Source: an optimization exercise on an open RTL-to-GDS flow (aim: small area and a short achievable clock period). Production flows keep margins and buffers that such runs may drop.
The RTL was checked by simulation tests, not by an equivalence proof against the original design.
Power figures rest on the tool's default switching activity, not on a simulated workload.

==> flow/design.v <==
module dmem_read_queue #(
    parameter int BLOCK_ADDR_W = 13,
    parameter int DEPTH        = 4
) (
    input  logic                    CLK,
    input  logic                    nRST,
    input  logic                    req0_valid,
    input  logic [BLOCK_ADDR_W-1:0] req0_addr,
    input  logic                    req1_valid,
    input  logic [BLOCK_ADDR_W-1:0] req1_addr,
    input  logic                    rd_deq,
    output logic                    rd_head_valid,
    output logic [BLOCK_ADDR_W-1:0] rd_head_addr,
    output logic                    rd_head_port
);
    logic [BLOCK_ADDR_W-1:0] q_addr [DEPTH];
    logic                    q_port [DEPTH];
    logic [DEPTH-1:0] head;
    logic [DEPTH-1:0] tail;
    logic [DEPTH-1:0] valid;
    logic [DEPTH-1:0] take0, take1, keep;
    assign rd_head_valid = |valid;
    assign take0 = req0_valid ? tail : '0;
    assign take1 = (req1_valid ? (req0_valid ? {tail[DEPTH-2:0], tail[DEPTH-1]} : tail) : '0);
    assign keep  = ~(take0 | take1);
    logic [DEPTH-1:0]        head_n;
    logic [DEPTH-1:0]        head_r1;
    logic [BLOCK_ADDR_W-1:0] qn_addr [DEPTH];
    logic [DEPTH-1:0]        qn_port;
    logic [BLOCK_ADDR_W-1:0] hs_acc [DEPTH+1];
    logic [BLOCK_ADDR_W-1:0] ha_acc [DEPTH+1];
    logic [DEPTH:0]          ps_acc;
    logic [DEPTH:0]          pa_acc;
    assign head_r1   = {head[DEPTH-2:0], head[DEPTH-1]};
    assign head_n    = rd_deq ? head_r1 : head;
    assign hs_acc[0] = '0;
    assign ha_acc[0] = '0;
    assign ps_acc[0] = 1'b0;
    assign pa_acc[0] = 1'b0;
    for (genvar i = 0; i < DEPTH; i++) begin : g_hd
        assign qn_addr[i]  = ({BLOCK_ADDR_W{keep[i]}}  & q_addr[i]) |
                             ({BLOCK_ADDR_W{take0[i]}} & req0_addr) |
                             ({BLOCK_ADDR_W{take1[i]}} & req1_addr);
        assign qn_port[i]  = (keep[i] & q_port[i]) | take1[i];
        assign hs_acc[i+1] = hs_acc[i] | ({BLOCK_ADDR_W{head[i]}}    & qn_addr[i]);
        assign ha_acc[i+1] = ha_acc[i] | ({BLOCK_ADDR_W{head_r1[i]}} & qn_addr[i]);
        assign ps_acc[i+1] = ps_acc[i] | (head[i]    & qn_port[i]);
        assign pa_acc[i+1] = pa_acc[i] | (head_r1[i] & qn_port[i]);
    end
    always_ff @(posedge CLK) begin
        for (int i = 0; i < DEPTH; i++) begin
            q_addr[i] <= qn_addr[i];
            q_port[i] <= qn_port[i];
        end
        rd_head_addr <= rd_deq ? ha_acc[DEPTH] : hs_acc[DEPTH];
        rd_head_port <= rd_deq ? pa_acc[DEPTH] : ps_acc[DEPTH];
    end
    always_ff @(posedge CLK or negedge nRST) begin
        if (!nRST) begin
            head  <= DEPTH'(1);
            tail  <= DEPTH'(1);
            valid <= '0;
        end else begin
            if (req0_valid & req1_valid) begin
                tail <= {tail[DEPTH-3:0], tail[DEPTH-1:DEPTH-2]};
            end else if (req0_valid | req1_valid) begin
                tail <= {tail[DEPTH-2:0], tail[DEPTH-1]};
            end
            head  <= head_n;
            valid <= (valid & ~(rd_deq ? head : '0)) | take0 | take1;
        end
    end
endmodule
module dmem_write_queue #(
    parameter int BLOCK_ADDR_W = 13,
    parameter int DATA_W       = 64,
    parameter int DEPTH        = 6
) (
    input  logic                    CLK,
    input  logic                    nRST,
    input  logic                    req0_valid,
    input  logic [BLOCK_ADDR_W-1:0] req0_addr,
    input  logic [DATA_W-1:0]       req0_data,
    input  logic                    req1_valid,
    input  logic [BLOCK_ADDR_W-1:0] req1_addr,
    input  logic [DATA_W-1:0]       req1_data,
    input  logic                    wr_deq,
    input  logic                    rd_deq,
    input  logic [BLOCK_ADDR_W-1:0] rd_addr,
    output logic [BLOCK_ADDR_W-1:0] wr_head_addr,
    output logic                    wr_empty,
    output logic                    slow_down,
    output logic                    fwd_take,
    output logic                    fwd_take_n,
    output logic [DATA_W-1:0]       data_out
);
    logic [BLOCK_ADDR_W-1:0] q_addr [DEPTH];
    logic [DATA_W-1:0]       q_data [DEPTH];
    logic [DEPTH-1:0] head;
    logic [DEPTH-1:0] tail;
    logic [DEPTH-1:0] valid;
    logic [DEPTH-1:0] sel;
    logic [DEPTH-1:0] head_n;
    logic [DEPTH-1:0] tail_n;
    logic [DEPTH-1:0] valid_n;
    logic [DEPTH-1:0] wen;
    logic [DEPTH-1:0] take0, take1, keep;
    logic [DEPTH-1:0] match_s;
    logic [DEPTH-1:0] youngest_s;
    logic             hit0, hit1;
    logic [DEPTH-1:0] youngest_n;
    logic             eq0, eq1;
    logic             slow_down_n;
    assign wr_empty = ~|valid;
    assign wen   = ((req0_valid | req1_valid) ? tail : '0) |
                   ((req0_valid & req1_valid) ? {tail[DEPTH-2:0], tail[DEPTH-1]} : '0);
    assign take0 = (req0_valid ? tail : '0);
    assign take1 = wen & ~take0;
    assign keep  = ~wen;
    logic                    tail_even;
    logic [BLOCK_ADDR_W-1:0] in_addr [2];
    logic [DATA_W-1:0]       in_data [2];
    always_comb begin
        tail_even = 1'b0;
        for (int i = 0; i < DEPTH; i += 2) begin
            tail_even = tail_even | tail[i];
        end
    end
    assign in_addr[0] = (tail_even & req0_valid)  ? req0_addr : req1_addr;
    assign in_data[0] = (tail_even & req0_valid)  ? req0_data : req1_data;
    assign in_addr[1] = (~tail_even & req0_valid) ? req0_addr : req1_addr;
    assign in_data[1] = (~tail_even & req0_valid) ? req0_data : req1_data;
    always_ff @(posedge CLK) begin
        for (int i = 0; i < DEPTH; i++) begin
            q_addr[i] <= ({BLOCK_ADDR_W{keep[i]}} & q_addr[i]) |
                         ({BLOCK_ADDR_W{wen[i]}}  & in_addr[i%2]);
            q_data[i] <= ({DATA_W{keep[i]}} & q_data[i]) |
                         ({DATA_W{wen[i]}}  & in_data[i%2]);
        end
    end
    always_comb begin
        tail_n = tail;
        if (req0_valid & req1_valid) begin
            tail_n = {tail[DEPTH-3:0], tail[DEPTH-1:DEPTH-2]};
        end else if (req0_valid | req1_valid) begin
            tail_n = {tail[DEPTH-2:0], tail[DEPTH-1]};
        end
        head_n  = wr_deq ? {head[DEPTH-2:0], head[DEPTH-1]} : head;
        valid_n = (valid & ~(wr_deq ? head : '0)) | wen;
    end
    function automatic logic two_free(input logic [DEPTH-1:0] v);
        logic one, two;
        one = 1'b0;
        two = 1'b0;
        for (int i = 0; i < DEPTH; i++) begin
            two = two | (one & ~v[i]);
            one = one | ~v[i];
        end
        two_free = two;
    endfunction
    assign slow_down_n = ~two_free(valid_n);
    assign eq0 = (req0_addr == rd_addr);
    assign eq1 = (req1_addr == rd_addr);
    always_comb begin
        for (int i = 0; i < DEPTH; i++) begin
            match_s[i] = valid[i] & (q_addr[i] == rd_addr);
        end
    end
    for (genvar i = 0; i < DEPTH; i++) begin : g_young
        logic [DEPTH-1:0] stop_c;
        logic [DEPTH-1:0] blk_c;
        assign stop_c[0] = 1'b0;
        assign blk_c[0]  = 1'b0;
        for (genvar k = 1; k < DEPTH; k++) begin : g_k
            assign stop_c[k] = stop_c[k-1] | tail[(i+k)%DEPTH];
            assign blk_c[k]  = blk_c[k-1] | (match_s[(i+k)%DEPTH] & ~stop_c[k]);
        end
        assign youngest_s[i] = match_s[i] & ~blk_c[DEPTH-1];
    end
    assign hit1 = req1_valid & eq1;
    assign hit0 = req0_valid & eq0;
    assign youngest_n = hit1 ? take1 : (hit0 ? take0 : youngest_s);
    assign fwd_take_n = rd_deq & (hit0 | hit1 | (|match_s));
    always_ff @(posedge CLK or negedge nRST) begin
        if (!nRST) begin
            head      <= DEPTH'(1);
            tail      <= DEPTH'(1);
            sel       <= DEPTH'(1);
            valid     <= '0;
            slow_down <= 1'b0;
            fwd_take  <= 1'b0;
        end else begin
            head      <= head_n;
            tail      <= tail_n;
            sel       <= rd_deq ? youngest_n : head_n;
            valid     <= valid_n;
            slow_down <= slow_down_n;
            fwd_take  <= fwd_take_n;
        end
    end
    logic [DATA_W-1:0]       data_acc [DEPTH+1];
    logic [BLOCK_ADDR_W-1:0] addr_acc [DEPTH+1];
    assign data_acc[0] = '0;
    assign addr_acc[0] = '0;
    for (genvar i = 0; i < DEPTH; i++) begin : g_out
        assign data_acc[i+1] = data_acc[i] | ({DATA_W{sel[i]}} & q_data[i]);
        assign addr_acc[i+1] = addr_acc[i] | ({BLOCK_ADDR_W{head[i]}} & q_addr[i]);
    end
    assign data_out     = data_acc[DEPTH];
    assign wr_head_addr = addr_acc[DEPTH];
endmodule
module mem_access_ctrl #(
    parameter int BLOCK_ADDR_W = 13,
    parameter int WORD_W       = 32
) (
    input  logic                    CLK,
    input  logic                    nRST,
    input  logic                    imem0_ren,
    input  logic [BLOCK_ADDR_W-1:0] imem0_addr,
    input  logic                    imem1_ren,
    input  logic [BLOCK_ADDR_W-1:0] imem1_addr,
    input  logic                    rd_head_valid,
    input  logic [BLOCK_ADDR_W-1:0] rd_head_addr,
    input  logic                    rd_head_port,
    input  logic [BLOCK_ADDR_W-1:0] wr_head_addr,
    input  logic                    wr_empty,
    input  logic                    fwd_take,
    input  logic                    fwd_take_n,
    input  logic [2*WORD_W-1:0]     q_data,
    input  logic [1:0]              ram_state,
    input  logic [WORD_W-1:0]       ram_load,
    input  logic                    dcache0_flushed,
    input  logic                    dcache1_flushed,
    output logic                    rd_deq,
    output logic                    wr_deq,
    output logic                    ram_ren,
    output logic                    ram_wen,
    output logic [BLOCK_ADDR_W:0]   ram_addr,
    output logic [WORD_W-1:0]       ram_store,
    output logic                    imem0_hit,
    output logic [2*WORD_W-1:0]     imem0_load,
    output logic                    imem1_hit,
    output logic [2*WORD_W-1:0]     imem1_load,
    output logic                    dmem0_valid,
    output logic [2*WORD_W-1:0]     dmem0_data,
    output logic                    dmem1_valid,
    output logic [2*WORD_W-1:0]     dmem1_data,
    output logic                    flushed
);
    logic acc0, acc1, halt, arb;
    logic                    w_read;
    logic                    w_write;
    logic                    w_port;
    logic [BLOCK_ADDR_W-1:0] w_addr;
    logic [2*WORD_W-1:0]     w_data;
    logic       lru;
    logic [1:0] resp_valid;
    logic ram_done;
    logic halt_req;
    logic pick_f, pick_any;
    logic f_port;
    logic acc0_done, acc1_done;
    logic acc0_n, acc1_n, w_write_n;
    logic f0_acc1, f1_acc1;
    logic s_rd, s_wr, s_f0, s_f1;
    logic lo_keep, lo_ram, lo_hi, lo_q;
    logic hi_keep, hi_ram, hi_q;
    assign arb      = ~(acc0 | acc1 | halt);
    assign ram_done = (ram_state == 2'd2);
    assign halt_req = dcache0_flushed & dcache1_flushed & wr_empty;
    assign pick_f   = ~halt_req & ~rd_head_valid & wr_empty & (imem0_ren | imem1_ren);
    assign pick_any = ~halt_req & (rd_head_valid | ~wr_empty | imem0_ren | imem1_ren);
    assign f_port   = imem1_ren & (~imem0_ren | lru);
    assign rd_deq = arb & ~halt_req & rd_head_valid;
    assign wr_deq = arb & ~rd_head_valid & ~wr_empty;
    assign acc0_done = acc0 & ~fwd_take & ram_done;
    assign acc1_done = acc1 & ram_done;
    assign acc0_n    = arb ? pick_any : (acc0 & ~fwd_take & ~ram_done);
    assign acc1_n    = acc0_done | (acc1 & ~ram_done);
    assign w_write_n = arb ? (~rd_head_valid & ~wr_empty) : w_write;
    always_ff @(posedge CLK or negedge nRST) begin
        if (!nRST) begin
            acc0       <= 1'b0;
            acc1       <= 1'b0;
            halt       <= 1'b0;
            lru        <= 1'b0;
            resp_valid <= 2'b00;
            flushed    <= 1'b0;
            ram_ren    <= 1'b0;
            ram_wen    <= 1'b0;
            f0_acc1    <= 1'b0;
            f1_acc1    <= 1'b0;
        end else begin
            acc0       <= acc0_n;
            acc1       <= acc1_n;
            ram_ren    <= ((acc0_n & ~fwd_take_n) | acc1_n) & ~w_write_n;
            ram_wen    <= (acc0_n | acc1_n) & w_write_n;
            f0_acc1    <= acc1_n & ~w_read & ~w_write & ~w_port;
            f1_acc1    <= acc1_n & ~w_read & ~w_write &  w_port;
            halt       <= halt | (arb & halt_req);
            if (arb & pick_f) begin
                lru <= ~f_port;
            end
            resp_valid <= (w_read & (fwd_take | acc1_done)) ? {w_port, ~w_port} : 2'b00;
            flushed    <= halt;
        end
    end
    assign s_rd = arb & rd_head_valid;
    assign s_wr = arb & ~rd_head_valid & ~wr_empty;
    assign s_f1 = arb & ~rd_head_valid & wr_empty & f_port;
    assign s_f0 = arb & ~rd_head_valid & wr_empty & ~f_port;
    always_ff @(posedge CLK) begin
        if (arb) begin
            w_read  <= rd_head_valid;
            w_write <= ~rd_head_valid & ~wr_empty;
            w_port  <= rd_head_valid ? rd_head_port : f_port;
        end
        w_addr <= ({BLOCK_ADDR_W{~arb}} & w_addr) |
                  ({BLOCK_ADDR_W{s_rd}} & rd_head_addr) |
                  ({BLOCK_ADDR_W{s_wr}} & wr_head_addr) |
                  ({BLOCK_ADDR_W{s_f0}} & imem0_addr) |
                  ({BLOCK_ADDR_W{s_f1}} & imem1_addr);
    end
    assign lo_q    = arb | fwd_take;
    assign lo_ram  = acc0_done & ~w_write;
    assign lo_hi   = acc0_done & w_write;
    assign lo_keep = ~(lo_q | acc0_done);
    assign hi_q    = arb | fwd_take;
    assign hi_ram  = acc1_done;
    assign hi_keep = ~(hi_q | acc1_done);
    always_ff @(posedge CLK) begin
        w_data[WORD_W-1:0] <=
            ({WORD_W{lo_keep}} & w_data[WORD_W-1:0]) |
            ({WORD_W{lo_ram}}  & ram_load) |
            ({WORD_W{lo_hi}}   & w_data[2*WORD_W-1:WORD_W]) |
            ({WORD_W{lo_q}}    & q_data[WORD_W-1:0]);
        w_data[2*WORD_W-1:WORD_W] <=
            ({WORD_W{hi_keep}} & w_data[2*WORD_W-1:WORD_W]) |
            ({WORD_W{hi_ram}}  & ram_load) |
            ({WORD_W{hi_q}}    & q_data[2*WORD_W-1:WORD_W]);
    end
    assign ram_addr  = {w_addr, acc1};
    assign ram_store = w_data[WORD_W-1:0];
    assign dmem0_valid = resp_valid[0];
    assign dmem1_valid = resp_valid[1];
    assign dmem0_data  = w_data;
    assign dmem1_data  = w_data;
    assign imem0_hit  = f0_acc1 & ram_done & imem0_ren & (imem0_addr == w_addr);
    assign imem1_hit  = f1_acc1 & ram_done & imem1_ren & (imem1_addr == w_addr);
    assign imem0_load = {ram_load, w_data[WORD_W-1:0]};
    assign imem1_load = {ram_load, w_data[WORD_W-1:0]};
endmodule
module dual_mem_controller (
    input  logic        CLK,
    input  logic        nRST,
    input  logic        imem0_ren,
    input  logic [12:0] imem0_addr,
    input  logic        imem1_ren,
    input  logic [12:0] imem1_addr,
    input  logic        dmem0_rd_valid,
    input  logic [12:0] dmem0_rd_addr,
    input  logic        dmem1_rd_valid,
    input  logic [12:0] dmem1_rd_addr,
    input  logic        dmem0_wr_valid,
    input  logic [12:0] dmem0_wr_addr,
    input  logic [63:0] dmem0_wr_data,
    input  logic        dmem1_wr_valid,
    input  logic [12:0] dmem1_wr_addr,
    input  logic [63:0] dmem1_wr_data,
    input  logic        dcache0_flushed,
    input  logic        dcache1_flushed,
    input  logic [1:0]  ram_state,
    input  logic [31:0] ram_load,
    output logic        imem0_hit,
    output logic [63:0] imem0_load,
    output logic        imem1_hit,
    output logic [63:0] imem1_load,
    output logic        dmem0_rd_resp_valid,
    output logic [63:0] dmem0_rd_resp_data,
    output logic        dmem1_rd_resp_valid,
    output logic [63:0] dmem1_rd_resp_data,
    output logic        slow_down,
    output logic        flushed,
    output logic        ram_ren,
    output logic        ram_wen,
    output logic [13:0] ram_addr,
    output logic [31:0] ram_store
);
    logic        rd_head_valid;
    logic [12:0] rd_head_addr;
    logic        rd_head_port;
    logic        rd_deq;
    logic [12:0] wr_head_addr;
    logic        wr_empty;
    logic        wr_deq;
    logic        fwd_take;
    logic        fwd_take_n;
    logic [63:0] q_data;
    dmem_read_queue #(.BLOCK_ADDR_W(13), .DEPTH(4)) read_q_i (
        .CLK           (CLK),
        .nRST          (nRST),
        .req0_valid    (dmem0_rd_valid),
        .req0_addr     (dmem0_rd_addr),
        .req1_valid    (dmem1_rd_valid),
        .req1_addr     (dmem1_rd_addr),
        .rd_deq        (rd_deq),
        .rd_head_valid (rd_head_valid),
        .rd_head_addr  (rd_head_addr),
        .rd_head_port  (rd_head_port)
    );
    dmem_write_queue #(.BLOCK_ADDR_W(13), .DATA_W(64), .DEPTH(6)) write_q_i (
        .CLK           (CLK),
        .nRST          (nRST),
        .req0_valid    (dmem0_wr_valid),
        .req0_addr     (dmem0_wr_addr),
        .req0_data     (dmem0_wr_data),
        .req1_valid    (dmem1_wr_valid),
        .req1_addr     (dmem1_wr_addr),
        .req1_data     (dmem1_wr_data),
        .wr_deq        (wr_deq),
        .rd_deq        (rd_deq),
        .rd_addr       (rd_head_addr),
        .wr_head_addr  (wr_head_addr),
        .wr_empty      (wr_empty),
        .slow_down     (slow_down),
        .fwd_take      (fwd_take),
        .fwd_take_n    (fwd_take_n),
        .data_out      (q_data)
    );
    mem_access_ctrl #(.BLOCK_ADDR_W(13), .WORD_W(32)) access_ctrl_i (
        .CLK             (CLK),
        .nRST            (nRST),
        .imem0_ren       (imem0_ren),
        .imem0_addr      (imem0_addr),
        .imem1_ren       (imem1_ren),
        .imem1_addr      (imem1_addr),
        .rd_head_valid   (rd_head_valid),
        .rd_head_addr    (rd_head_addr),
        .rd_head_port    (rd_head_port),
        .wr_head_addr    (wr_head_addr),
        .wr_empty        (wr_empty),
        .fwd_take        (fwd_take),
        .fwd_take_n      (fwd_take_n),
        .q_data          (q_data),
        .ram_state       (ram_state),
        .ram_load        (ram_load),
        .dcache0_flushed (dcache0_flushed),
        .dcache1_flushed (dcache1_flushed),
        .rd_deq          (rd_deq),
        .wr_deq          (wr_deq),
        .ram_ren         (ram_ren),
        .ram_wen         (ram_wen),
        .ram_addr        (ram_addr),
        .ram_store       (ram_store),
        .imem0_hit       (imem0_hit),
        .imem0_load      (imem0_load),
        .imem1_hit       (imem1_hit),
        .imem1_load      (imem1_load),
        .dmem0_valid     (dmem0_rd_resp_valid),
        .dmem0_data      (dmem0_rd_resp_data),
        .dmem1_valid     (dmem1_rd_resp_valid),
        .dmem1_data      (dmem1_rd_resp_data),
        .flushed         (flushed)
    );
endmodule
==> flow/flow/run.sh <==
#!/bin/bash
set -euo pipefail
export BUFFER_PORTS_ARGS="-buffer_cell sky130_fd_sc_hd__buf_1"
bash standard.sh finish > make_finish.log 2>&1
==> flow/standard.sh <==
#!/bin/bash
# synth_recipe.tcl (not shown) runs the flow's synth.tcl, then flattens the netlist and writes it again
# the make line also repeats each setting of config.mk as NAME=value (left out here)
make -C /OpenROAD-flow-scripts/flow DESIGN_CONFIG=/design/flow/config.mk WORK_HOME=/design/flow/orfs CLKGATE_MAP_FILE= SYNTH_SCRIPT=/design/flow/synth_recipe.tcl "${@:-finish}"
==> flow/config.mk <==
export PLATFORM = sky130hd
export DESIGN_NAME = dual_mem_controller
export DESIGN_NICKNAME = dual_mem_controller
export VERILOG_FILES = /design/flow/design.v
export SDC_FILE = /design/flow/constraint.sdc
export NUM_CORES = 4
export LEC_CHECK = 0
export CAP_MARGIN = 20
export CORE_MARGIN = 2
export CORE_UTILIZATION = 60
export CTS_BUF_LIST = sky130_fd_sc_hd__clkbuf_8
export CTS_CLUSTER_DIAMETER = 50
export CTS_CLUSTER_SIZE = 16
export PLACE_DENSITY = 0.72
export SETUP_SLACK_MARGIN = 2.6
export SLEW_MARGIN = 20
==> flow/constraint.sdc <==
create_clock -name core_clock -period 5.8 [get_ports {CLK}]
set_input_delay 1.1600 -clock core_clock [delete_from_list [all_inputs] [get_ports {CLK}]]
set_output_delay 1.1600 -clock core_clock [all_outputs]
set_load 0.01 [all_outputs]
==> results of run 1 <==
## cells by family (layout without fill, tap and decap cells)
| family | count (synthesis) | in the layout | share of synthesized area, % |
|---|---|---|---|
| compound gates | 592 | 592 | 15.11 |
| other cells | 0 | 1 | 0 |
| xor+xnor | 131 | 131 | 3.779 |
| mux | 215 | 215 | 7.884 |
| simple gates | 319 | 320 | 5.552 |
| flops | 661 | 661 | 59.72 |
| buf+inv | 404 | 724 | 7.963 |
## cell type report
type                       count  area, µm²
sequential                   661      18140
antenna                        1      2.502
timing repair buffer         596       2526
tap                          672      840.8
inverter                      17      75.07
fill                        3725      17010
clock inverter                49      548.0
multi-input combinational   1258      10070
clock buffer                  62      853.3
## layout by cell type, fill, tap and decap left out, drive strengths merged, types with 43 or more instances in the layout
cell type and n:
nor2 43, a221o 112, edfxtp 464, buf 584, a31oi 78, mux2 193
clkbuf 74, and3 57, nand2 80, dfrtp 44, dfxtp 148, nand4 52
xnor2 130, a22oi 259
## routing by layer
metal	track usage, %	share of wire, %	vias up
met5	0	0.015	-
met4	16.86	5.4	2
met3	6.425	8.7	237
met2	59.67	48	1410
met1	47.11	38	11174
li1	-	-	9473
## where the power goes
group | switching (mW) | internal (mW)
sequential | 1.03 | 6.13
clock | 1.70 | 1.45
combinational | 2.56 | 1.52
total | 5.30 | 9.10
## per-stage QoR
stage               std cells  utilization [%]  hold slack [ns]
global route             3315            66.02           0.4354
finish                   3316            66.03           0.4188
detailed placement       3200            62.82           0.4037
CTS                      3312            65.71           0.4228
global placement         3200            62.82           0.3947
floorplan                2322                -           0.3680
## worst max-delay path, stage by stage
cell and delay, ns:
buf_8 0.10, xnor2_4 0.15, nand4_1 0.15, nor4_2 0.30, buf_2 0.18
## worst max-delay path by stage
stage	slack [ns]	to	from
final	2.60	imem0_hit	imem0_addr[9]
after global routing	2.52	imem0_hit	imem0_addr[4]
after CTS	2.60	imem0_hit	imem0_addr[10]
after detailed placement	1.90	flip-flop	dmem0_wr_valid
after global placement	1.95	flip-flop	dmem0_wr_valid
after floorplan	2.32	write_q_i.slow_down	dmem1_wr_valid
## timing repair
action                     in CTS  in global routing
setup endpoints to repair      63                187
resized for setup              12                 37
pin swaps                      11                 22
setup buffers                   0                  2
gates cloned                    1                  0
==> run summary, run 1 <==
----------------------------------------------------
[STA]
  Setup TNS ... 0 ns
  Period utilization ... 55.14%
  Final worst path period need ... between 3 and 4 ns
  Max transition margin ... around 22%
  Final count of negative-setup-slack endpoints ... 0
  Slew of the pin with the lowest slew margin ... between 1 and 1.5 ns
  Count of final max-slew check failures ... 0
  Highest clock rate ... 312.7 MHz
  Unrepaired setup endpoints after global routing ... yes
  Final worst setup slack ... approximately 2.6 ns
  Worst setup skew after layout ... 0.03671 ns
  Final Hold Vio Count ... 0

[CTS]
  Cell at the root of the clock tree ... clkbuf_8
  TritonCTS clock tree ... yes
  H-tree level count ... 2
  Hold-fix buffers, CTS ... 0
  Number of buffers inserted during clock tree synthesis ... 59
  Number of clock sinks ... around 660
  Later-pin clock latency in the skew report ... 0.73 ns
  Number of buffers on the longest clock path ... 3
  Clock input transition at the sequential cells of the worst setup and hold paths ... 0.08 ns

[Synth]
  Net count after synthesis ... ~2600
  Average cell area after synthesis ... 13.07 µm²
  Share of synthesized registers carrying an async set or reset ... 7.413%
  Flip-flop and latch count after synthesis ... 661
  Yosys top cell by area ... edfxtp_1
  Instance count of the mapped netlist ... 2322
  Top-area cell type share of the netlist area ... between 40% and 50%
  Post-synth top cells ... 464 x edfxtp_1, 259 x a22oi_1, 226 x buf_4
  Sequential cell area fraction in the yosys report ... 59.72%
  Largest cells by area after synthesis ... edfxtp_1 46%, dfxtp_1 9.8%, mux2_2 7.2%, a22oi_1 6.4%, buf_4 5.6%
  Number of enable-type register cells in the synthesized netlist ... 464
  Ys flop type ... edfxtp_1
  Number of distinct standard cells referenced by the synthesized netlist ... between 60 and 70
  Mapped cell area ... just over 30000 µm²
  Most numerous cell in the Yosys netlist ... edfxtp_1
  Synth warnings ... 14

[Placement]
  Setup slack after placement ... 1.896 ns
  Placed wire-length estimate after detailed placement ... roughly 64 mm
  Count of input and output buffers ... 559
  Final GP Congestion ... 0.9848
  Placed Area ... around 31000 µm²

[Worst setup path]
  Data arrival time of the worst path ... 2.04 ns
  CP startpoint kind ... input port
  Minimum setup slack among reg-to-reg paths ... 2.67 ns
  Worst reg2reg path startpoint ... access_ctrl_i.acc1
  Crit path max fanout ... 2
  Worst reg2reg path endpoint ... access_ctrl_i.w_data[41]
  CP endpoint kind ... output pin
  Start-to-end type of the worst setup path ... in -> out
  Required time of the critical path ... approximately 4.6 ns
  Number of cells traversed by the worst register-to-register path ... 6

[Detailed routing]
  TritonRoute pass-1 iters ... 6
  Via Count ... 22296
  Starting DRT DRC Count ... about 2800
  Routed length per instance ... 29.51 µm
  # DRC ... 0
  Detail Route Antenna Nets ... 0
  Via/cell ratio ... about 6.7
  Wirelength, routed ... ~100 mm

[Layout]
  Post-route cell area ... 33060 µm²
  Final-stage net count ... between 2000 and 3000
  Signed area change from the synthesized netlist to the final layout ... 8.894%
  Proportion of layout cells with a drive suffix above 1 ... 15.10%

[Run]
  Count of max-cap constraint violations ... 0

[Floorplan]
  Die Span X ... between 200 and 250 µm
  Core Footprint ... 50070 µm²
  I/O pin count ... between 500 and 600
  Area enclosed by the die boundary ... 52410 µm²
  Starting Density ... 60.63%
  Number of placement rows ... 82
  Height of the die ... 228.9 µm

[GRT]
  Maximum number of pins on one net before global-route repair ... 78
  Overall fraction of global-route tracks in use ... 36.29%
  Via count of the first global-routing pass ... roughly 21000
  First-pass GRT wire length ... 141.3 mm
  Overflow left after global routing ... 0
  Initial antenna violation count ... 3

[Pwr]
  Power density normalized to cell area ... between 400 and 500 nW/µm²
  Power, Total ... around 14 mW
  Total leakage power ... 11.14 nW
  Peak supply drop ... about 0.25 mV

[Worst hold path]
  Number of stages on the worst hold path ... 0
  Terminating pin of the worst hold path ... access_ctrl_i.flushed
  Worst Hold Launch ... access_ctrl_i.halt
  Class of the tightest hold or removal check ... reg -> reg

[Status]
  Status ... complete, no violations

----------------------------------------------------
==> inputs of run 2 (changes only) <==
--- a/flow/config.mk
+++ b/flow/config.mk
@@ -13,4 +13,4 @@
 export CTS_CLUSTER_SIZE = 16
 export PLACE_DENSITY = 0.72
-export SETUP_SLACK_MARGIN = 2.6
+export SETUP_SLACK_MARGIN = 2.7
 export SLEW_MARGIN = 20
==> run 2 against run 1 <==
Compared with the run above: sequential share of layout area up 0.40 points; clock power down 14%; critical path depth unchanged; die area unchanged; sequential power about the same; power down 3.0%; clock skew up 0.015 ns; final area down 0.72%; first-iteration DRC count down 6.1%; global-route usage about the same; register-to-register slack better by 0.20 ns; count of clock-buffer cells in the layout down 4.
==> run summary, run 2 <==
----------------------------------------------------
[CTS]
  Later-pin clock latency in the skew report ... 0.72 ns (was 0.73 ns)
  Number of buffers inserted during clock tree synthesis ... 56 (was 59)
  H-tree level count ... 2 (unchanged)
  Number of buffers on the longest clock path ... 3 (unchanged)
  Cell at the root of the clock tree ... clkbuf_8 (unchanged)
  Clock input transition at the sequential cells of the worst setup and hold paths ... 0.09 ns (was 0.08 ns)
  TritonCTS clock tree ... yes (unchanged)
  Number of clock sinks ... 661 (unchanged)

[Worst setup path]
  Cells traversed along the worst timing path ... buf_1, xnor2_2, nand4_1, nor4_1, buf_2 (was buf_8, xnor2_4, nand4_1, nor4_2, buf_2)
  CP endpoint kind ... output pin (unchanged)
  Crit path largest cell delay ... 0.23 ns (was 0.30 ns)
  Crit path max fanout ... 2 (unchanged)
  Buffers & Inverters on Critical Path ... 2 (unchanged)
  Slowest CP cell ... xnor2_2 (was nor4_2)
  Top Family by Delay on Critical Path ... simple AND/OR/NAND/NOR gates (unchanged)
  Start-to-end type of the worst setup path ... in -> out (unchanged)
  Number of cells traversed by the worst register-to-register path ... 6 (unchanged)
  Data arrival time of the worst path ... 2.00 ns (was 2.04 ns)
  CP startpoint kind ... input port (unchanged)
  Instance count on the critical path ... 5 (unchanged)
  Required time of the critical path ... 4.64 ns (about the same)

[STA]
  Unrepaired setup endpoints after global routing ... yes (unchanged)
  Setup TNS ... 0 ns (unchanged)
  Final count of negative-setup-slack endpoints ... 0 (unchanged)
  Period utilization ... 54.53% (was 55.14%)
  Slew of the pin with the lowest slew margin ... 1.136 ns (was 1.163 ns)
  Worst setup skew after layout ... 0.05140 ns (was 0.03671 ns)
  Max transition margin ... 24.27% (was 22.43%)
  Count of final max-slew check failures ... 0 (unchanged)
  Final worst path period need ... 3.163 ns (was 3.198 ns)
  Final Hold Vio Count ... 0 (unchanged)
  Highest clock rate ... 316.2 MHz (was 312.7 MHz)
  Final worst setup slack ... 2.637 ns (was 2.602 ns)

[GRT]
  Overflow left after global routing ... 0 (unchanged)
  Initial antenna violation count ... 13 (was 3)
  Overall fraction of global-route tracks in use ... 36.32% (was 36.29%)
  Via count of the first global-routing pass ... 21098 (was 21341)
  Maximum number of pins on one net before global-route repair ... 64 (was 78)
  First-pass GRT wire length ... 140.6 mm (was 141.3 mm)

[Detailed routing]
  Via Count ... 22264 (was 22296)
  Routed length per instance ... 29.34 µm (was 29.51 µm)
  Via/cell ratio ... 6.682 (was 6.724)
  TritonRoute pass-1 iters ... 6 (unchanged)
  # DRC ... 0 (unchanged)
  Wirelength, routed ... 97.76 mm (was 97.87 mm)
  Starting DRT DRC Count ... 2661 (was 2835)
  Detail Route Antenna Nets ... 0 (unchanged)

[Synth]
  Post-synth top cells ... 464 x edfxtp_1, 259 x a22oi_1, 226 x buf_4 (unchanged)
  Ys flop type ... edfxtp_1 (unchanged)
  Flip-flop and latch count after synthesis ... 661 (unchanged)
  Instance count of the mapped netlist ... 2322 (unchanged)
  Share of synthesized registers carrying an async set or reset ... 7.413% (unchanged)
  Mapped cell area ... 30360 µm² (unchanged)
  Yosys top cell by area ... edfxtp_1 (unchanged)
  Largest cells by area after synthesis ... edfxtp_1 46%, dfxtp_1 9.8%, mux2_2 7.2%, a22oi_1 6.4%, buf_4 5.6% (unchanged)
  Average cell area after synthesis ... 13.07 µm² (unchanged)
  Sequential cell area fraction in the yosys report ... 59.72% (unchanged)
  Synth warnings ... 14 (unchanged)
  Most numerous cell in the Yosys netlist ... edfxtp_1 (unchanged)
  Net count after synthesis ... 2572 (unchanged)
  Number of enable-type register cells in the synthesized netlist ... 464 (unchanged)
  Number of distinct standard cells referenced by the synthesized netlist ... 65 (unchanged)
  Top-area cell type share of the netlist area ... 45.90% (unchanged)

[Worst hold path]
  Class of the tightest hold or removal check ... reg -> reg (unchanged)
  Number of stages on the worst hold path ... 0 (unchanged)

[Floorplan]
  Core Footprint ... 50070 µm² (unchanged)
  Area enclosed by the die boundary ... 52410 µm² (unchanged)
  I/O pin count ... 560 (unchanged)
  Number of placement rows ... 82 (unchanged)
  Die Span X ... 228.9 µm (unchanged)
  Starting Density ... 60.63% (unchanged)
  Height of the die ... 228.9 µm (unchanged)

[Placement]
  Setup slack after placement ... 2.286 ns (was 1.896 ns)
  Final GP Congestion ... 0.9663 (was 0.9848)
  Placed wire-length estimate after detailed placement ... 65.63 mm (was 64.15 mm)
  Placed Area ... 31540 µm² (was 31450 µm²)
  Count of input and output buffers ... 559 (unchanged)

[Layout]
  Post-route core utilization ... 65.55% (was 66.03%)
  Signed area change from the synthesized netlist to the final layout ... 8.107% (was 8.894%)
  Final-stage net count ... 2854 (was 2843)
  Post-route cell area ... 32820 µm² (was 33060 µm²)
  Fillers ... 3813 (was 3725)
  Most frequent cells in the layout ... 547 x buf_1, 464 x edfxtp_1, 259 x a22oi_1 (was 538 x buf_1, 464 x edfxtp_1, 259 x a22oi_1)
  Proportion of layout cells with a drive suffix above 1 ... 14.37% (was 15.10%)
  Most common cell after layout, fill and taps aside ... buf_1 (unchanged)

[Run]
  Count of max-cap constraint violations ... 0 (unchanged)

[Status]
  Status ... complete, no violations (unchanged)

[Pwr]
  Total leakage power ... 11.04 nW (was 11.14 nW)
  Power density normalized to cell area ... 425.6 nW/µm² (was 435.6 nW/µm²)
  Peak supply drop ... 0.2452 mV (was 0.2528 mV)

----------------------------------------------------
-- run 2: changes by cell type in the layout (fill, tap and decap cells not counted), moves of 3 or more --
cell       before  now
xnor2_1       121  125
clkbuf_2       12    5
buf_12          7    3
xnor2_2         8    5
buf_1         538  547
inv_6           7    3
clkbuf_8       62   58
diode_2         1    9
bufinv_16       9    3
buf_4          29   48
inv_1          28   37
-- run 2: worst paths after layout --
check	startpoint	to	slack, ns
hold / removal	access_ctrl_i.halt	access_ctrl_i.flushed	0.41
setup / recovery	imem0_addr[10]	imem0_hit	2.64
setup reg to reg	read_q_i.rd_head_addr[10]	write_q_i.sel[1]	2.87
min in group asynchronous	nRST	write_q_i.sel[3]	0.56
max in group asynchronous	nRST	write_q_i.sel[1]	4.74
hold reg to reg	access_ctrl_i.halt	access_ctrl_i.flushed	0.41
-- run 2: area by class of cell --
cell class                      count  area [µm²]  share of cell area, %
Sequential cell                   661       18140                  55.26
Multi-Input combinational cell   1257       10010                  30.50
Antenna cell                        9       22.52                0.06862
Clock buffer                       58       798.3                  2.432
Timing Repair Buffer              611        2584                  7.873
Clock inverter                     47       355.3                  1.083
Tap cell                          672       840.8                  2.562
Inverter                           17       71.32                 0.2173
-- run 2: report_power, final --
part / internal, mW / switching (mW)
logic: 1.51 / 2.53
clock network: 1.11 / 1.63
registers: 6.13 / 1.06
total: 8.75 / 5.22
-- run 2: per-layer routing --
metal	wire [µm]	global-route usage, %	share of wire, %
met4	5633	19.03	5.8
met2	47600	60.00	49
met1	35200	46.00	36
met3	9281	6.437	9.5
met5	37	0	0.038
-- run 2: what timing repair did --
item                                    in CTS  in global routing
endpoints found under the setup margin       2                  2
pin swaps                                    8                 12
hold buffers                                 0                  0
gates resized for setup                     10                 14
setup buffers                                1                  1
-- run 2: through the flow --
step / cells / hold WS, ns / total power, mW
2_1_floorplan: 2322 / 0.3680 / 10.01
3_3_place_gp: 3215 / 0.3847 / 11.14
3_5_place_dp: 3216 / 0.3900 / 11.23
4_1_cts: 3322 / 0.4107 / 13.90
5_1_grt: 3329 / 0.4373 / 14.49
6_report: 3332 / 0.4100 / 13.97
-- run 2: logic make-up after synthesis --
logic type             share of synthesized area [%]
flip-flops                                     59.72
AO/OA/AOI/OAI                                  15.11
buffers and inverters                          7.963
AND/OR/NAND/NOR                                5.552
multiplexers                                   7.884
XOR/XNOR                                       3.779
==> inputs of run 3 (changes only) <==
--- a/flow/config.mk
+++ b/flow/config.mk
@@ -6,5 +6,5 @@
 export NUM_CORES = 4
 export LEC_CHECK = 0
-export CAP_MARGIN = 20
+export CAP_MARGIN = 5
 export CORE_MARGIN = 2
 export CORE_UTILIZATION = 60
@@ -14,3 +14,3 @@
 export PLACE_DENSITY = 0.72
 export SETUP_SLACK_MARGIN = 2.7
-export SLEW_MARGIN = 20
+export SLEW_MARGIN = 5
==> run 3 against run 2 <==
Compared with the run above: die area did not move; count of clock-buffer cells in the layout up 7; still clean; register-to-register slack about the same; power up 1.5%; worst setup slack improved by 0.0011 ns; synthesized cell count unchanged; highest routed layer unchanged; non-clock buffer count shrank 1; clock power is 7% higher; via count is 0.26% lower.
==> run summary, run 3 <==
----------------------------------------------------
[Floorplan]
  Starting Density ... 60.63% (unchanged)
  Die Span X ... 228.9 µm (unchanged)
  Height of the die ... 228.9 µm (unchanged)
  Core Footprint ... 50070 µm² (unchanged)
  Number of placement rows ... 82 (unchanged)
  Area enclosed by the die boundary ... 52410 µm² (unchanged)
  I/O pin count ... 560 (unchanged)

[Synth]
  Share of synthesized registers carrying an async set or reset ... 7.413% (unchanged)
  Top-area cell type share of the netlist area ... 45.90% (unchanged)
  Yosys top cell by area ... edfxtp_1 (unchanged)
  Most numerous cell in the Yosys netlist ... edfxtp_1 (unchanged)
  Number of distinct standard cells referenced by the synthesized netlist ... 65 (unchanged)
  Share of the synthesized area in compound gates (AO/OA/AOI/OAI) ... 15.11% (unchanged)
  Post-synthesis xor/xnor area fraction ... 3.779% (unchanged)
  Flip-flop and latch count after synthesis ... 661 (unchanged)
  Number of enable-type register cells in the synthesized netlist ... 464 (unchanged)
  Dominant combinational cell family by area after synthesis ... compound AO/OA/AOI/OAI gates (unchanged)
  Ys flop type ... edfxtp_1 (unchanged)
  Average cell area after synthesis ... 13.07 µm² (unchanged)
  Mapped cell area ... 30360 µm² (unchanged)
  Post-synthesis share of cell area spent on and, or, nand and nor gates ... 5.552% (unchanged)
  Largest cells by area after synthesis ... edfxtp_1 46%, dfxtp_1 9.8%, mux2_2 7.2%, a22oi_1 6.4%, buf_4 5.6% (unchanged)
  Instance count of the mapped netlist ... 2322 (unchanged)
  Adder and majority cell fraction of the synthesized area ... 0% (unchanged)
  Post-synth top cells ... 464 x edfxtp_1, 259 x a22oi_1, 226 x buf_4 (unchanged)
  Net count after synthesis ... 2572 (unchanged)
  Proportion of synthesized area in mux cells ... 7.884% (unchanged)
  Sequential cell area fraction in the yosys report ... 59.72% (unchanged)
  Synth warnings ... 14 (unchanged)

[STA]
  Final worst setup slack ... 2.638 ns (was 2.637 ns)
  Worst setup skew after layout ... 0.03868 ns (was 0.05140 ns)
  Slew of the pin with the lowest slew margin ... 1.280 ns (was 1.136 ns)
  Period utilization ... 54.51% (was 54.53%)
  Count of final max-slew check failures ... 0 (unchanged)
  Final worst path period need ... 3.162 ns (was 3.163 ns)
  Final count of negative-setup-slack endpoints ... 0 (unchanged)
  Setup TNS ... 0 ns (unchanged)
  Unrepaired setup endpoints after global routing ... yes (unchanged)
  Highest clock rate ... 316.3 MHz (was 316.2 MHz)
  Max transition margin ... 14.34% (was 24.27%)
  Final Hold Vio Count ... 0 (unchanged)

[Worst setup path]
  CP endpoint kind ... output pin (unchanged)
  Crit path max fanout ... 2 (unchanged)
  Data arrival time of the worst path ... 2.00 ns (about the same)
  Minimum setup slack among reg-to-reg paths ... 2.86 ns (was 2.87 ns)
  Worst reg2reg path startpoint ... read_q_i.rd_head_addr[1] (was read_q_i.rd_head_addr[10])
  Number of cells traversed by the worst register-to-register path ... 6 (unchanged)
  Start-to-end type of the worst setup path ... in -> out (unchanged)
  Worst reg2reg path endpoint ... write_q_i.sel[4] (was write_q_i.sel[1])
  Source of the critical timing path ... imem0_addr[10] (unchanged)
  CP startpoint kind ... input port (unchanged)
  Required time of the critical path ... 4.64 ns (about the same)

[Layout]
  Most common cell after layout, fill and taps aside ... buf_1 (unchanged)
  Final-stage net count ... 2854 (unchanged)
  Signed area change from the synthesized netlist to the final layout ... 8.536% (was 8.107%)
  Fillers ... 3796 (was 3813)
  Multi-input gate area in the final layout ... 10040 µm² (was 10010 µm²)
  Most frequent cells in the layout ... 540 x buf_1, 464 x edfxtp_1, 259 x a22oi_1 (was 547 x buf_1, 464 x edfxtp_1, 259 x a22oi_1)
  Sequential Area ... 18140 µm² (about the same)
  Proportion of layout cells with a drive suffix above 1 ... 14.98% (was 14.37%)

[CTS]
  Later-pin clock latency in the skew report ... 0.72 ns (about the same)
  H-tree level count ... 2 (unchanged)
  Number of clock sinks ... 661 (unchanged)
  Clock input transition at the sequential cells of the worst setup and hold paths ... 0.09 ns (about the same)
  Cell at the root of the clock tree ... clkbuf_8 (unchanged)
  TritonCTS clock tree ... yes (unchanged)
  Number of buffers inserted during clock tree synthesis ... 57 (was 56)
  Number of buffers on the longest clock path ... 3 (unchanged)

[Detailed routing]
  # DRC ... 0 (unchanged)
  Via/cell ratio ... 6.670 (was 6.682)
  Wirelength, routed ... 97.70 mm (was 97.76 mm)
  Via Count ... 22206 (was 22264)
  Starting DRT DRC Count ... 2652 (was 2661)
  Routed length per instance ... 29.35 µm (was 29.34 µm)
  TritonRoute pass-1 iters ... 8 (was 6)
  Detail Route Antenna Nets ... 0 (unchanged)

[Placement]
  Final GP Congestion ... 0.9663 (unchanged)
  Placed wire-length estimate after detailed placement ... 65.54 mm (was 65.63 mm)
  Count of input and output buffers ... 559 (unchanged)
  Setup slack after placement ... 2.178 ns (was 2.286 ns)

[Worst hold path]
  Number of stages on the worst hold path ... 0 (unchanged)
  Terminating pin of the worst hold path ... access_ctrl_i.flushed (unchanged)
  Class of the tightest hold or removal check ... reg -> reg (unchanged)
  Worst Hold Launch ... access_ctrl_i.halt (unchanged)

[GRT]
  Via count of the first global-routing pass ... 21058 (was 21098)
  Overall fraction of global-route tracks in use ... 36.15% (was 36.32%)
  Initial antenna violation count ... 10 (was 13)
  Maximum number of pins on one net before global-route repair ... 64 (unchanged)
  First-pass GRT wire length ... 140.0 mm (was 140.6 mm)
  Overflow left after global routing ... 0 (unchanged)

[Pwr]
  Power density normalized to cell area ... 430.1 nW/µm² (was 425.6 nW/µm²)
  Peak supply drop ... 0.2306 mV (was 0.2452 mV)
  Total leakage power ... 11.11 nW (was 11.04 nW)

[Run]
  Count of max-cap constraint violations ... 0 (unchanged)

[Status]
  Status ... complete, no violations (unchanged)

----------------------------------------------------
## run 3: per-stage QoR
stage	total power [mW]	instances	cell area (µm²)	utilization (%)	hold slack, ns
2_1_floorplan	10.01	2322	30480	-	0.3680
3_3_place_gp	11.14	3215	31510	62.94	0.3847
3_5_place_dp	11.23	3215	31510	62.94	0.3875
4_1_cts	14.08	3322	32820	65.54	0.4099
5_1_grt	14.67	3326	32940	65.79	0.4270
6_report	14.17	3329	32950	65.81	0.4088
## run 3: worst max-delay path: stages
cell and delay, ns:
buf_8 0.10, xnor2_4 0.17, nand4_1 0.13, nor4_1 0.26
buf_2 0.18
## run 3: cell type report
type	count	area share, %
Sequential cell	661	55.05
Clock inverter	41	1.105
Tap cell	672	2.552
Timing Repair Buffer	610	7.853
Clock buffer	65	2.715
Inverter	17	0.2165
Multi-Input combinational cell	1257	30.47
Antenna cell	6	0.04557
## run 3: how the worst max path moves through the flow
| stage | endpoint | slack (ns) | cells past startpoint |
|---|---|---|---|
| after global routing | imem0_hit | 2.62 | 5 |
| after global placement | flip-flop | 2.24 | 4 |
| final | imem0_hit | 2.64 | 5 |
| after floorplan | write_q_i.slow_down | 2.32 | 8 |
| after CTS | imem0_hit | 2.65 | 5 |
| after detailed placement | flip-flop | 2.18 | 4 |
## run 3: kinds of logic after synthesis
family / count (synthesis)
simple gates: 319
mux: 215
flops: 661
buf+inv: 404
xor+xnor: 131
compound gates: 592
## run 3: metal layers
metal,share of wire (%),GRT usage (%),vias to the layer above
met5,0.055,0,-
met4,5.3,17.86,8
met1,37,45.83,11096
li1,-,-,9487
met2,49,60.49,1383
met3,9.0,6.025,232
## run 3: timing repair
action                     in CTS  in global routing
buffers inserted                1                  1
pin swaps                       8                 24
setup endpoints to repair       2                  2
hold buffers                    0                  0
gates cloned                    0                  0
resized for setup              10                 35
## run 3: report_power, final
part,internal [mW],switching (mW)
Combinational,1.52,2.52
Clock,1.26,1.66
Sequential,6.13,1.08
Total,8.91,5.27
==> inputs of run 4 (changes only) <==
--- a/flow/config.mk
+++ b/flow/config.mk
@@ -6,11 +6,11 @@
 export NUM_CORES = 4
 export LEC_CHECK = 0
-export CAP_MARGIN = 5
+export CAP_MARGIN = 20
 export CORE_MARGIN = 2
-export CORE_UTILIZATION = 60
+export CORE_UTILIZATION = 70
 export CTS_BUF_LIST = sky130_fd_sc_hd__clkbuf_8
 export CTS_CLUSTER_DIAMETER = 50
 export CTS_CLUSTER_SIZE = 16
-export PLACE_DENSITY = 0.72
+export PLACE_DENSITY = 0.8
 export SETUP_SLACK_MARGIN = 2.7
-export SLEW_MARGIN = 5
+export SLEW_MARGIN = 20
==> run 4 against run 3 <==
Compared with the run above: maximum frequency is 2.8% lower; register-to-register slack worse by 0.15 ns; clock skew hardly changed; critical path depth stayed put; first-iteration DRC count is 28% higher; utilization is 10 points higher; wire length is 1.8% lower; non-clock buffer count is 2 lower; area after synthesis stayed put; sequential power is 2% lower; critical endpoint unchanged.
==> run summary, run 4 <==
----------------------------------------------------
[Layout]
  Most common cell after layout, fill and taps aside ... buf_1 (unchanged)
  Fillers ... 2762 (was 3796)
  Post-route insts no fill ... 3239 (was 3329)
  Final-stage net count ... 2850 (was 2854)
  Signed area change from the synthesized netlist to the final layout ... 7.819% (was 8.536%)
  Proportion of layout cells with a drive suffix above 1 ... 14.93% (was 14.98%)
  Most frequent cells in the layout ... 538 x buf_1, 464 x edfxtp_1, 259 x a22oi_1 (was 540 x buf_1, 464 x edfxtp_1, 259 x a22oi_1)

[Placement]
  Count of input and output buffers ... 559 (unchanged)
  Setup slack after placement ... 1.777 ns (was 2.178 ns)
  Final GP Congestion ... 1.029 (was 0.9663)
  Placed wire-length estimate after detailed placement ... 64.35 mm (was 65.54 mm)
  Placed cells ... 3122 (was 3215)

[Synth]
  Sequential cell area fraction in the yosys report ... 59.72% (unchanged)
  Flip-flop and latch count after synthesis ... 661 (unchanged)
  Number of enable-type register cells in the synthesized netlist ... 464 (unchanged)
  Share of synthesized registers carrying an async set or reset ... 7.413% (unchanged)
  Average cell area after synthesis ... 13.07 µm² (unchanged)
  Number of distinct standard cells referenced by the synthesized netlist ... 65 (unchanged)
  Mapped cell area ... 30360 µm² (unchanged)
  Post-synth top cells ... 464 x edfxtp_1, 259 x a22oi_1, 226 x buf_4 (unchanged)
  Yosys top cell by area ... edfxtp_1 (unchanged)
  Synth warnings ... 14 (unchanged)
  Ys flop type ... edfxtp_1 (unchanged)
  Top-area cell type share of the netlist area ... 45.90% (unchanged)
  Most numerous cell in the Yosys netlist ... edfxtp_1 (unchanged)
  Net count after synthesis ... 2572 (unchanged)
  Instance count of the mapped netlist ... 2322 (unchanged)
  Largest cells by area after synthesis ... edfxtp_1 46%, dfxtp_1 9.8%, mux2_2 7.2%, a22oi_1 6.4%, buf_4 5.6% (unchanged)

[STA]
  Final worst path period need ... 3.252 ns (was 3.162 ns)
  Period utilization ... 56.06% (was 54.51%)
  Final Hold Vio Count ... 0 (unchanged)
  Max transition margin ... 24.28% (was 14.34%)
  Setup TNS ... 0 ns (unchanged)
  Worst setup skew after layout ... 0.03886 ns (was 0.03868 ns)
  Count of final max-slew check failures ... 0 (unchanged)
  Slew of the pin with the lowest slew margin ... 1.136 ns (was 1.280 ns)
  Unrepaired setup endpoints after global routing ... yes (unchanged)
  Highest clock rate ... 307.5 MHz (was 316.3 MHz)
  Final count of negative-setup-slack endpoints ... 0 (unchanged)
  Final worst setup slack ... 2.548 ns (was 2.638 ns)

[Worst setup path]
  Crit path max fanout ... 2 (unchanged)
  Data arrival time of the worst path ... 2.09 ns (was 2.00 ns)
  Worst reg2reg path endpoint ... write_q_i.sel[3] (was write_q_i.sel[4])
  Number of cells traversed by the worst register-to-register path ... 7 (was 6)
  CP startpoint kind ... input port (unchanged)
  Start-to-end type of the worst setup path ... in -> out (unchanged)
  Top Family by Delay on Critical Path ... simple AND/OR/NAND/NOR gates (unchanged)
  Slowest CP cell ... nor4_2 (was nor4_1)
  CP endpoint kind ... output pin (unchanged)
  Worst reg2reg path startpoint ... access_ctrl_i.acc1 (was read_q_i.rd_head_addr[1])
  Buffers & Inverters on Critical Path ... 2 (unchanged)
  Cells traversed along the worst timing path ... clkbuf_2, xnor2_2, nand4_1, nor4_2, buf_2 (was buf_8, xnor2_4, nand4_1, nor4_1, buf_2)
  Required time of the critical path ... 4.64 ns (about the same)
  Crit path largest cell delay ... 0.29 ns (was 0.26 ns)
  Minimum setup slack among reg-to-reg paths ... 2.71 ns (was 2.86 ns)

[GRT]
  First-pass GRT wire length ... 136.8 mm (was 140.0 mm)
  Initial antenna violation count ... 10 (unchanged)
  Via count of the first global-routing pass ... 21325 (was 21058)
  Overall fraction of global-route tracks in use ... 41.73% (was 36.15%)
  Maximum number of pins on one net before global-route repair ... 78 (was 64)
  Overflow left after global routing ... 0 (unchanged)

[Floorplan]
  Starting Density ... 70.63% (was 60.63%)
  Core Footprint ... 42980 µm² (was 50070 µm²)
  I/O pin count ... 560 (unchanged)
  Die Span X ... 212.3 µm (was 228.9 µm)
  Number of placement rows ... 76 (was 82)
  Area enclosed by the die boundary ... 45050 µm² (was 52410 µm²)
  Height of the die ... 212.3 µm (was 228.9 µm)

[Pwr]
  Internal power ... 8.720 mW (was 8.907 mW)
  Peak supply drop ... 0.2443 mV (was 0.2306 mV)
  Combinational share of power ... 30.0% (was 28.5%)
  Reported net switching power ... 5.225 mW (was 5.266 mW)
  Proportion of total power due to net switching ... 37.47% (was 37.15%)
  Power density normalized to cell area ... 426.0 nW/µm² (was 430.1 nW/µm²)
  Clock share of power ... 19.1% (was 20.6%)
  Total leakage power ... 11.07 nW (was 11.11 nW)
  Fraction of power consumed by sequential logic ... 50.9% (about the same)

[CTS]
  Number of buffers inserted during clock tree synthesis ... 54 (was 57)
  TritonCTS clock tree ... yes (unchanged)
  Cell at the root of the clock tree ... clkbuf_8 (unchanged)
  H-tree level count ... 2 (unchanged)
  Number of clock sinks ... 661 (unchanged)
  Number of buffers on the longest clock path ... 3 (unchanged)
  Clock input transition at the sequential cells of the worst setup and hold paths ... 0.09 ns (about the same)
  Later-pin clock latency in the skew report ... 0.71 ns (was 0.72 ns)
  Hold-fix buffers, CTS ... 0 (unchanged)

[Detailed routing]
  Routed length per instance ... 29.62 µm (was 29.35 µm)
  Via Count ... 22606 (was 22206)
  Via/cell ratio ... 6.979 (was 6.670)
  Detail Route Antenna Nets ... 0 (unchanged)
  Wirelength, routed ... 95.94 mm (was 97.70 mm)
  Starting DRT DRC Count ... 3399 (was 2652)
  TritonRoute pass-1 iters ... 6 (was 8)
  # DRC ... 0 (unchanged)

[Worst hold path]
  Worst Hold Launch ... access_ctrl_i.halt (unchanged)
  Class of the tightest hold or removal check ... reg -> reg (unchanged)
  Terminating pin of the worst hold path ... access_ctrl_i.flushed (unchanged)
  Number of stages on the worst hold path ... 0 (unchanged)

[Run]
  Count of max-cap constraint violations ... 0 (unchanged)

[Status]
  Status ... complete, no violations (unchanged)

----------------------------------------------------
-- run 4: timing repair --
| action | in CTS | in global routing |
|---|---|---|
| endpoints found under the setup margin | 61 | 40 |
| endpoints found under the hold margin | 0 | 0 |
| cloned | 1 | 0 |
| pin swaps | 22 | 13 |
| resized for setup | 25 | 31 |
| setup buffers | 5 | 0 |
-- run 4: power by group through the flow --
stage	Combinational [mW]	Clock (mW)	Sequential (mW)
global placement	3.94	0	7.11
finish	4.18	2.66	7.10
global route	4.44	2.82	7.16
CTS	4.08	2.65	7.05
floorplan	3.22	0	6.79
detailed placement	4.01	0	7.14
-- run 4: worst max-delay path by stage --
stage,from,end,cells after the start
after floorplan,dmem1_wr_valid,write_q_i.slow_down,8
after global placement,dmem0_rd_valid,read_q_i.rd_head_addr[12],8
after detailed placement,dmem0_rd_valid,read_q_i.rd_head_addr[12],8
after CTS,access_ctrl_i.acc1,write_q_i.sel[3],7
after global routing,imem0_addr[0],imem0_hit,5
final,imem0_addr[0],imem0_hit,5
-- run 4: through the flow --
step                      hold WS (ns)  total power [mW]  utilization (%)  cell area, µm²
after detailed placement        0.4230             11.16            72.91           31340
after global placement          0.3885             11.05            72.91           31340
after CTS                       0.4471             13.78            75.80           32580
after floorplan                 0.3680             10.01                -           30480
final                           0.4613             13.94            76.15           32730
after global routing            0.4725             14.42            76.15           32730
-- run 4: logic make-up (layout without fill, tap and decap cells) --
family	Yosys count	after routing	synth area share, %
flip-flops	661	661	59.72
AO/OA/AOI/OAI	592	592	15.11
buffers and inverters	404	727	7.963
AND/OR/NAND/NOR	319	320	5.552
multiplexers	215	215	7.884
XOR/XNOR	131	131	3.779
other	0	8	0
-- run 4: area by class of cell --
class,instances,area [µm²],area share [%]
antenna,8,20.02,0.06116
inverter,17,73.82,0.2255
clock buffer,57,784.5,2.397
sequential,661,18140,55.41
timing repair buffer,608,2601,7.947
tap,585,732.0,2.236
clock inverter,45,312.8,0.9557
multi-input combinational,1258,10070,30.76
-- run 4: routing by layer --
layer	up-vias	share of wire (%)	track usage, %
met1	11094	36	53.98
met2	1717	47	65.21
met3	291	11	8.538
met5	-	0.035	0
met4	6	6.6	26.07
li1	9498	-	-
==> inputs of run 5 (changes only) <==
==> flow/config.mk (replaced) <==
export PLATFORM = sky130hd
export DESIGN_NAME = dual_mem_controller
export DESIGN_NICKNAME = dual_mem_controller
export VERILOG_FILES = /design/flow/design.v
export SDC_FILE = /design/flow/constraint.sdc
export NUM_CORES = 4
export LEC_CHECK = 0
export CAP_MARGIN = 20
export CORE_MARGIN = 2
export CORE_UTILIZATION = 60
export CTS_BUF_LIST = sky130_fd_sc_hd__clkbuf_4 sky130_fd_sc_hd__clkbuf_8
export PLACE_DENSITY = 0.72
export SETUP_SLACK_MARGIN = 2.8
export SLEW_MARGIN = 20
==> run 5 against run 4 <==
Compared with the run above: die area rose by 16%; via count is 0.16% lower; sequential power rose by 1%; maximum frequency up 2.4%; combinational power decreased by 2%; first-iteration DRC count is 19% lower; utilization down 8.6 points; register-to-register slack improved by 0.25 ns; count of clock-buffer cells in the layout grew 102; wire length rose by 0.96%.
==> run summary, run 5 <==
----------------------------------------------------
[Worst setup path]
  Crit path max fanout ... 2 (unchanged)
  Minimum setup slack among reg-to-reg paths ... 2.96 ns (was 2.71 ns)
  Crit path largest cell delay ... 0.28 ns (was 0.29 ns)
  Buffers & Inverters on Critical Path ... 2 (unchanged)
  Start-to-end type of the worst setup path ... in -> out (unchanged)
  Worst reg2reg path endpoint ... write_q_i.sel[0] (was write_q_i.sel[3])
  Instance count on the critical path ... 5 (unchanged)
  Top Family by Delay on Critical Path ... simple AND/OR/NAND/NOR gates (unchanged)
  Number of cells traversed by the worst register-to-register path ... 5 (was 7)
  Cells traversed along the worst timing path ... clkbuf_2, xnor2_1, nand4_1, nor4_2, buf_2 (was clkbuf_2, xnor2_2, nand4_1, nor4_2, buf_2)
  Data arrival time of the worst path ... 2.01 ns (was 2.09 ns)
  Slowest CP cell ... nor4_2 (unchanged)
  CP endpoint kind ... output pin (unchanged)
  Required time of the critical path ... 4.64 ns (about the same)
  Worst reg2reg path startpoint ... read_q_i.rd_head_addr[3] (was access_ctrl_i.acc1)
  CP startpoint kind ... input port (unchanged)

[STA]
  Final worst path period need ... 3.174 ns (was 3.252 ns)
  Slew of the pin with the lowest slew margin ... 1.181 ns (was 1.136 ns)
  Setup TNS ... 0 ns (unchanged)
  Final Hold Vio Count ... 0 (unchanged)
  Final count of negative-setup-slack endpoints ... 0 (unchanged)
  Worst setup skew after layout ... 0.02764 ns (was 0.03886 ns)
  Unrepaired setup endpoints after global routing ... yes (unchanged)
  Count of final max-slew check failures ... 0 (unchanged)
  Highest clock rate ... 315.0 MHz (was 307.5 MHz)
  Period utilization ... 54.73% (was 56.06%)
  Max transition margin ... 21.26% (was 24.28%)

[Synth]
  Synth warnings ... 14 (unchanged)
  Yosys top cell by area ... edfxtp_1 (unchanged)
  Ys flop type ... edfxtp_1 (unchanged)
  Flip-flop and latch count after synthesis ... 661 (unchanged)
  Number of enable-type register cells in the synthesized netlist ... 464 (unchanged)
  Post-synth top cells ... 464 x edfxtp_1, 259 x a22oi_1, 226 x buf_4 (unchanged)
  Share of synthesized registers carrying an async set or reset ... 7.413% (unchanged)
  Average cell area after synthesis ... 13.07 µm² (unchanged)
  Instance count of the mapped netlist ... 2322 (unchanged)
  Sequential cell area fraction in the yosys report ... 59.72% (unchanged)
  Number of distinct standard cells referenced by the synthesized netlist ... 65 (unchanged)
  Most numerous cell in the Yosys netlist ... edfxtp_1 (unchanged)
  Largest cells by area after synthesis ... edfxtp_1 46%, dfxtp_1 9.8%, mux2_2 7.2%, a22oi_1 6.4%, buf_4 5.6% (unchanged)
  Top-area cell type share of the netlist area ... 45.90% (unchanged)
  Net count after synthesis ... 2572 (unchanged)
  Mapped cell area ... 30360 µm² (unchanged)

[CTS]
  Number of buffers on the longest clock path ... 3 (unchanged)
  Number of buffers inserted during clock tree synthesis ... 105 (was 54)
  TritonCTS clock tree ... yes (unchanged)
  Clock input transition at the sequential cells of the worst setup and hold paths ... 0.06 ns (was 0.09 ns)
  Later-pin clock latency in the skew report ... 0.72 ns (was 0.71 ns)
  H-tree level count ... 3 (was 2)
  Cell at the root of the clock tree ... clkbuf_8 (unchanged)
  Number of clock sinks ... 661 (unchanged)

[GRT]
  Maximum number of pins on one net before global-route repair ... 69 (was 78)
  First-pass GRT wire length ... 140.6 mm (was 136.8 mm)
  Overall fraction of global-route tracks in use ... 36.04% (was 41.73%)
  Initial antenna violation count ... 8 (was 10)
  Overflow left after global routing ... 0 (unchanged)
  Via count of the first global-routing pass ... 21457 (was 21325)

[Detailed routing]
  Via Count ... 22569 (was 22606)
  Wirelength, routed ... 96.86 mm (was 95.94 mm)
  Starting DRT DRC Count ... 2767 (was 3399)
  TritonRoute pass-1 iters ... 6 (unchanged)
  Detail Route Antenna Nets ... 0 (unchanged)
  Via/cell ratio ... 6.611 (was 6.979)
  Routed length per instance ... 28.37 µm (was 29.62 µm)
  # DRC ... 0 (unchanged)

[Floorplan]
  Die Span X ... 228.9 µm (was 212.3 µm)
  Number of placement rows ... 82 (was 76)
  Area enclosed by the die boundary ... 52410 µm² (was 45050 µm²)
  Height of the die ... 228.9 µm (was 212.3 µm)
  I/O pin count ... 560 (unchanged)
  Starting Density ... 60.63% (was 70.63%)
  Core Footprint ... 50070 µm² (was 42980 µm²)

[Layout]
  Most frequent cells in the layout ... 543 x buf_1, 464 x edfxtp_1, 259 x a22oi_1 (was 538 x buf_1, 464 x edfxtp_1, 259 x a22oi_1)
  Signed area change from the synthesized netlist to the final layout ... 11.48% (was 7.819%)
  Proportion of layout cells with a drive suffix above 1 ... 17.78% (was 14.93%)
  Fillers ... 3755 (was 2762)
  Most common cell after layout, fill and taps aside ... buf_1 (unchanged)
  Final-stage net count ... 2895 (was 2850)

[Pwr]
  Peak supply drop ... 0.2431 mV (was 0.2443 mV)
  Internal power ... 9.839 mW (was 8.720 mW)
  Power density normalized to cell area ... 450.6 nW/µm² (was 426.0 nW/µm²)
  Clock share of power ... 26.3% (was 19.1%)
  Fraction of power consumed by sequential logic ... 47.0% (was 50.9%)
  Proportion of total power due to net switching ... 35.48% (was 37.47%)
  Combinational share of power ... 26.8% (was 30.0%)
  Power, Total ... 15.25 mW (was 13.94 mW)
  Reported net switching power ... 5.410 mW (was 5.225 mW)
  Total leakage power ... 11.56 nW (was 11.07 nW)

[Status]
  Status ... complete, no violations (unchanged)

[Worst hold path]
  Number of stages on the worst hold path ... 0 (unchanged)
  Class of the tightest hold or removal check ... reg -> reg (unchanged)
  Worst Hold Launch ... access_ctrl_i.halt (unchanged)
  Terminating pin of the worst hold path ... access_ctrl_i.flushed (unchanged)

[Run]
  Count of max-cap constraint violations ... 0 (unchanged)

[Placement]
  Final GP Congestion ... 0.9648 (was 1.029)
  Count of input and output buffers ... 559 (unchanged)
  Placed wire-length estimate after detailed placement ... 63.61 mm (was 64.35 mm)

----------------------------------------------------
==> run 5: final cells by class <==
cell class	instances	area, µm²	area share, %
antenna	8	20.02	0.05915
timing repair buffer	603	2564	7.575
clock buffer	159	1963	5.801
sequential	661	18140	53.59
clock inverter	37	195.2	0.5767
tap	672	840.8	2.484
multi-input combinational	1257	10050	29.70
inverter	17	71.32	0.2107
==> run 5: worst max-delay path by stage <==
| stage | startpoint | end | slack [ns] |
|---|---|---|---|
| floorplan | dmem1_wr_valid | write_q_i.slow_down | 2.32 |
| global placement | dmem0_rd_valid | read_q_i.rd_head_addr[3] | 1.85 |
| detailed placement | dmem0_rd_valid | read_q_i.rd_head_addr[12] | 1.67 |
| CTS | ram_state[1] | imem0_hit | 2.59 |
| global route | imem0_addr[4] | imem0_hit | 2.56 |
| finish | imem0_addr[3] | imem0_hit | 2.63 |
==> run 5: power by group through the flow <==
stage               combinational, mW  clock, mW  sequential [mW]
global route                     4.34       4.23             7.23
floorplan                        3.22          0             6.79
detailed placement               4.00          0             7.20
CTS                              4.01       4.04             7.12
finish                           4.08       4.00             7.17
global placement                 3.95          0             7.16
==> run 5: repair_timing <==
| action | CTS | global route |
|---|---|---|
| gates resized for setup | 12 | 32 |
| pin swaps | 9 | 19 |
| setup endpoints to repair | 15 | 12 |
| endpoints found under the hold margin | 0 | 0 |
| buffers inserted | 1 | 2 |
| hold buffers | 0 | 0 |
==> run 5: per-stage QoR <==
step / instances / utilization [%] / hold slack [ns] / cell area, µm² / setup slack [ns]
floorplan: 2322 / - / 0.3680 / 30490 / 2.318
global placement: 3206 / 62.88 / 0.3881 / 31480 / 1.848
detailed placement: 3206 / 62.88 / 0.3895 / 31480 / 1.667
CTS: 3403 / 67.28 / 0.4021 / 33690 / 2.587
global route: 3412 / 67.59 / 0.4322 / 33840 / 2.558
finish: 3414 / 67.60 / 0.3991 / 33840 / 2.626
==> run 5: logic make-up (layout without fill, tap and decap cells) <==
| family | count (synthesis) | in the layout | synth area share (%) |
|---|---|---|---|
| compound gates | 592 | 592 | 15.11 |
| xor+xnor | 131 | 131 | 3.779 |
| buf+inv | 404 | 816 | 7.963 |
| flops | 661 | 661 | 59.72 |
| mux | 215 | 215 | 7.884 |
| other cells | 0 | 8 | 0 |
| simple gates | 319 | 319 | 5.552 |
==> run 5: per-layer routing <==
metal  wire length (µm)  vias up  track usage, %
li1                   -     9604               -
met1              36690    11279           47.32
met2              47000     1484           58.57
met3               8785      200           6.475
met4               4367        2           16.82
met5                 16        -               0

static timing again, ports no longer ideal:
In the flow no input, the clock included, has a driving cell. The finished layouts below were timed again as built, in two steps. Step 1 sets driving cells, clkbuf_16 on the clock port and buf_2 on the other inputs (assumed; they add their load-dependent delay and slew). Step 2 moves the port delays by t, midway between the first and last clock arrival at a register: inputs arrive t later, outputs are due t later. That takes back most of the time a late clock gives input paths. Three values: ideal, step 1, step 2; two values: the first two.
run | t (ns) | setup slack, ns | hold slack, ns | worst data-port slew with drivers (ns)
run 1 | 0.765 | 2.602 / 2.535 / 2.186 | 0.419 / 0.419 / 0.419 | 0.14
run 2 | 0.748 | 2.637 / 2.605 / 2.215 | 0.410 / 0.410 / 0.410 | 0.11
run 3 | 0.758 | 2.638 / 2.597 / 2.133 | 0.409 / 0.409 / 0.409 | 0.12
run 4 | 0.745 | 2.548 / 2.510 / 2.100 | 0.461 / 0.461 / 0.461 | 0.13
run 5 | 0.758 | 2.626 / 2.584 / 2.185 | 0.399 / 0.399 / 0.399 | 0.11
After both steps setup and hold are still met in every run listed. The setup slack of run 3, which loses most, moves by -0.041 ns with the drivers and by -0.505 ns with both steps.
